This design comes from an exercise in tuning for small area, a short achievable clock period and few clock cycles per item on the open sky130 flow, not from production work. Power and IR drop assume default switching activity.

v29:
==> flow/design.v (excerpt) <==
module ansi_escape_sgr_parser #(
    parameter int QD = 3         
) (
    input  logic                  aclk,
    input  logic                  aresetn,
    input  logic                  cfg_wr_en,
    input  logic [CFG_IDX_W-1:0]  cfg_index,
    input  logic [CFG_DATA_W-1:0] cfg_wr_data,
    input  logic                  s_valid,
    output logic                  s_ready,
    input  logic [7:0]            s_byte_in,
    output logic                  m_valid,
    input  logic                  m_ready,
    output logic [1:0]            m_result_kind,
    output logic [7:0]            m_char_code,
    output logic [23:0]           m_text_rgb,
    output logic [23:0]           m_back_rgb,
    output logic [1:0]            m_weight,
    output logic                  m_italic,
    output logic                  m_underline,
    output logic                  m_last
);
    logic [23:0] dflt_text, dflt_back;
    logic [1:0]  dflt_w;
    logic        dflt_i, dflt_u;
    always_ff @(posedge aclk) begin
        if (!aresetn) begin
            {dflt_text, dflt_back, dflt_w, dflt_i, dflt_u} <= RESET_STYLE;
        end else if (cfg_wr_en) begin
            case (cfg_index)
                3'd0: dflt_text <= cfg_wr_data[23:0];
                3'd1: dflt_back <= cfg_wr_data[23:0];
                3'd2: dflt_w    <= cfg_wr_data[1:0];
                3'd3: dflt_i    <= cfg_wr_data[0];
                3'd4: dflt_u    <= cfg_wr_data[0];
                default: ;
            endcase
        end
    end
    logic [7:0] ib;
    logic       ib_m;
    assign ib   = s_byte_in;
    assign ib_m = (s_byte_in == CHAR_SGR);
    logic m_nrm, m_cr, m_esc, m_osc, m_csi;    
    logic lf;
    localparam logic [3:0] C_EMPTY = 4'd5;
    localparam logic [3:0] C_OTHER = 4'd6;
    logic [1:0] c_col;
    logic [3:0] c_idx;
    logic c_emp, c_zero, c_one, c_two, c_three, c_four, c_nine, c_ten, c_fg, c_bg;
    assign c_fg    = c_col[0];
    assign c_bg    = c_col[1];
    assign c_emp   = (c_col == 2'd0) && (c_idx == C_EMPTY);
    assign c_zero  = (c_col == 2'd0) && (c_idx == 4'd0);
    assign c_one   = (c_col == 2'd0) && (c_idx == 4'd1);
    assign c_two   = (c_col == 2'd0) && (c_idx == 4'd2);
    assign c_three = (c_col == 2'd0) && (c_idx == 4'd3);
    assign c_four  = (c_col == 2'd0) && (c_idx == 4'd4);
    assign c_nine  = (c_col == 2'd0) && (c_idx == 4'd9);
  ...
For scale: ~210 flip-flops, about 9800 µm² of cells after synthesis.
==> flow/config.mk <==
export PLATFORM = sky130hd
export DESIGN_NAME = ansi_escape_sgr_parser
export DESIGN_NICKNAME = ansi_escape_sgr_parser
export VERILOG_FILES = /design/flow/design.v
export SDC_FILE = /design/flow/constraint.sdc
export NUM_CORES = 4
export LEC_CHECK = 0
export ABC_AREA = 1
export CAP_MARGIN = 20
export CORE_MARGIN = 2
export CORE_UTILIZATION = 40
export CTS_CLUSTER_DIAMETER = 100
export CTS_CLUSTER_SIZE = 30
export SETUP_SLACK_MARGIN = 3.2
export SLEW_MARGIN = 20
export TNS_END_PERCENT = 0
==> flow/constraint.sdc <==
create_clock -name core_clock -period 5.0 [get_ports {aclk}]
set_input_delay 1.0000 -clock core_clock [delete_from_list [all_inputs] [get_ports {aclk}]]
set_output_delay 1.0000 -clock core_clock [all_outputs]
set_load 0.01 [all_outputs]
standard.sh (not shown) runs the stock make flow with config.mk's settings and CLKGATE_MAP_FILE= SYNTH_SCRIPT=/design/flow/synth_recipe.tcl, a recipe that flattens the netlist after the stock synthesis.
==> flow/flow/run.sh <==
#!/bin/bash
# Standard layout, with the port buffers made from a plain buffer cell.
set -euo pipefail
export BUFFER_PORTS_ARGS="-buffer_cell sky130_fd_sc_hd__buf_2"
bash standard.sh > standard.log 2>&1
v29 completed end to end with timing, DRC and antenna clean.
The following lists how v49 was set up differently from v29:
diff --git a/flow/config.mk b/flow/config.mk
--- a/flow/config.mk
+++ b/flow/config.mk
@@ -11,5 +11,5 @@
 export CORE_UTILIZATION = 40
 export CTS_CLUSTER_DIAMETER = 100
-export CTS_CLUSTER_SIZE = 30
+export CTS_CLUSTER_SIZE = 24
 export SETUP_SLACK_MARGIN = 3.2
 export SLEW_MARGIN = 20
--- outcome ---
The final cell area excluding filler cells in v49 sits 1.1% above the value recorded for v29. Between v49 and v29, it is v49 whose sequential share of cell area is lower, by 0.48 points. Via count was lower in the run labelled v29. The post-layout worst setup margin on v49 is in line with that on v29. Total power: v49 above v29.
The following lists how v18 was set up differently from v49:
diff --git a/flow/config.mk b/flow/config.mk
--- a/flow/config.mk
+++ b/flow/config.mk
@@ -11,6 +11,6 @@
 export CORE_UTILIZATION = 40
 export CTS_CLUSTER_DIAMETER = 100
-export CTS_CLUSTER_SIZE = 24
-export SETUP_SLACK_MARGIN = 3.2
+export CTS_CLUSTER_SIZE = 30
+export SETUP_SLACK_MARGIN = 2.9
 export SLEW_MARGIN = 20
 export TNS_END_PERCENT = 0
--- outcome ---
v18 ends up with a setup slack that is 180 ps lower than in v49.
Required time of the critical path in v18 is 1420 ps higher than in v49
Side by side, starting DRC count in detailed routing turned out lower in v18 than in v49.
Run comparison: v18 beginning of the critical path s_byte_in[1]; v49 beginning of the critical path q0_char[2]$_DFFE_PP_
Per the comparison of v18 with v49, count of clock-buffer cells in the layout lost 4, share of final layout cell area taken by non-clock buffers lost 2.8 points, routed wire length lost about 7%.
Power: v18 draws less than v49
v49 → v18: sequential cell area now sits at about the same level, largest net degree at the start of global routing flat.
v18 | stages: all done | timing, DRC, antenna: all pass
No functional check of the RTL was part of any run of this note.

========
## v26
ansi_escape_sgr_parser, a different RTL version from the one above (not shown whole).
Size: ~1300 cells after synthesis, ~210 flip-flops, ~110 I/O pins, roughly 9900 um2 of cells after synthesis.
export LEC_CHECK = 0
export ABC_AREA = 1
export CAP_MARGIN = 20
export CORE_MARGIN = 2
export CORE_UTILIZATION = 40
export SETUP_SLACK_MARGIN = 3.2
export SLEW_MARGIN = 20
export TNS_END_PERCENT = 0
create_clock -name core_clock -period 5.0 [get_ports {aclk}]
Scripts as last shown in full above: flow/flow/run.sh
v26 reached the end of the flow, and the finished layout is clean on the timing, DRC and antenna checks.
For v2, these inputs were changed with respect to v26:
==> flow/run.sh (new file) <==
#!/bin/bash
# synth_recipe.tcl (not shown) runs the flow's synth.tcl, then flattens the netlist and writes it again
# the make line also repeats each setting of config.mk as NAME=value (left out here)
make -C /OpenROAD-flow-scripts/flow DESIGN_CONFIG=/design/flow/config.mk WORK_HOME=/design/flow/orfs CLKGATE_MAP_FILE= SYNTH_SCRIPT=/design/flow/synth_recipe.tcl finish
-- flow/config.mk --
<<< v26, line 13
export SLEW_MARGIN = 20
export TNS_END_PERCENT = 0
>>> v2, line 13
export SLEW_MARGIN = 20
removed: flow/flow/run.sh
removed: flow/standard.sh
Notes after the runs:
- From v26 to v2 the numbers moved as follows: post-CTS setup buffer count went up, amount of wire on met2 after detailed routing rose by 40%.
- Against v26, v2 comes in 8.8 points lower on sequential share of layout area.
- Compared with v26, v2 shows part of the total power dissipated in combinational logic higher by 3.4 points.
- [compare] base=v26 new=v2: number of nets at the end of the flow increased 136; total power increased 3.0%.
- Run comparison: v26 origin of the worst setup path s_byte_in[3]; v2 origin of the worst setup path s_byte_in[7]
- Final RePlAce weighted congestion grows slightly when moving from v26 to v2.
- NOTE number of global-route vias before repair v26->v2 increased by more than 10%
No run of this note included a check of the RTL's function; only the layout flow was run.

==> static timing again, ports no longer ideal <==
The flow's constraints put no driver on any port. The routed layouts listed below were extracted and timed again, unchanged, in two steps.
Step 1: set_driving_cell puts a clkbuf_16 on aclk and a buf_2 on each other input, an assumption about the parent block.
Step 2 also shifts input and output timing later by t, the mid clock arrival at the registers, as if the neighbouring blocks saw the same clock.
Three values: ideal, step 1, step 2; two values: the first two.
| run | shift t [ns] | setup WS [ns] | worst data-port slew with drivers (ns) | cell pins on the clock port's net |
|---|---|---|---|---|
| v29 | 0.516 | 2.963 / 2.917 / 2.498 | 0.04 | 1 |
| v49 | 0.529 | 2.962 / 2.914 / 2.511 | 0.04 | 1 |
| v18 | 0.512 | 2.786 / 2.810 / 2.297 | 0.04 | 1 |
| v26 | 0.557 | 2.851 / 2.871 / 2.318 | 0.05 | 1 |
| v2 | 0.578 | 2.840 / 2.854 / 2.276 | 0.06 | 1 |
After both steps every run listed still meets setup and hold. For v2, which loses most, drivers alone change the setup slack by +0.014 ns; drivers and shift together by -0.564 ns.
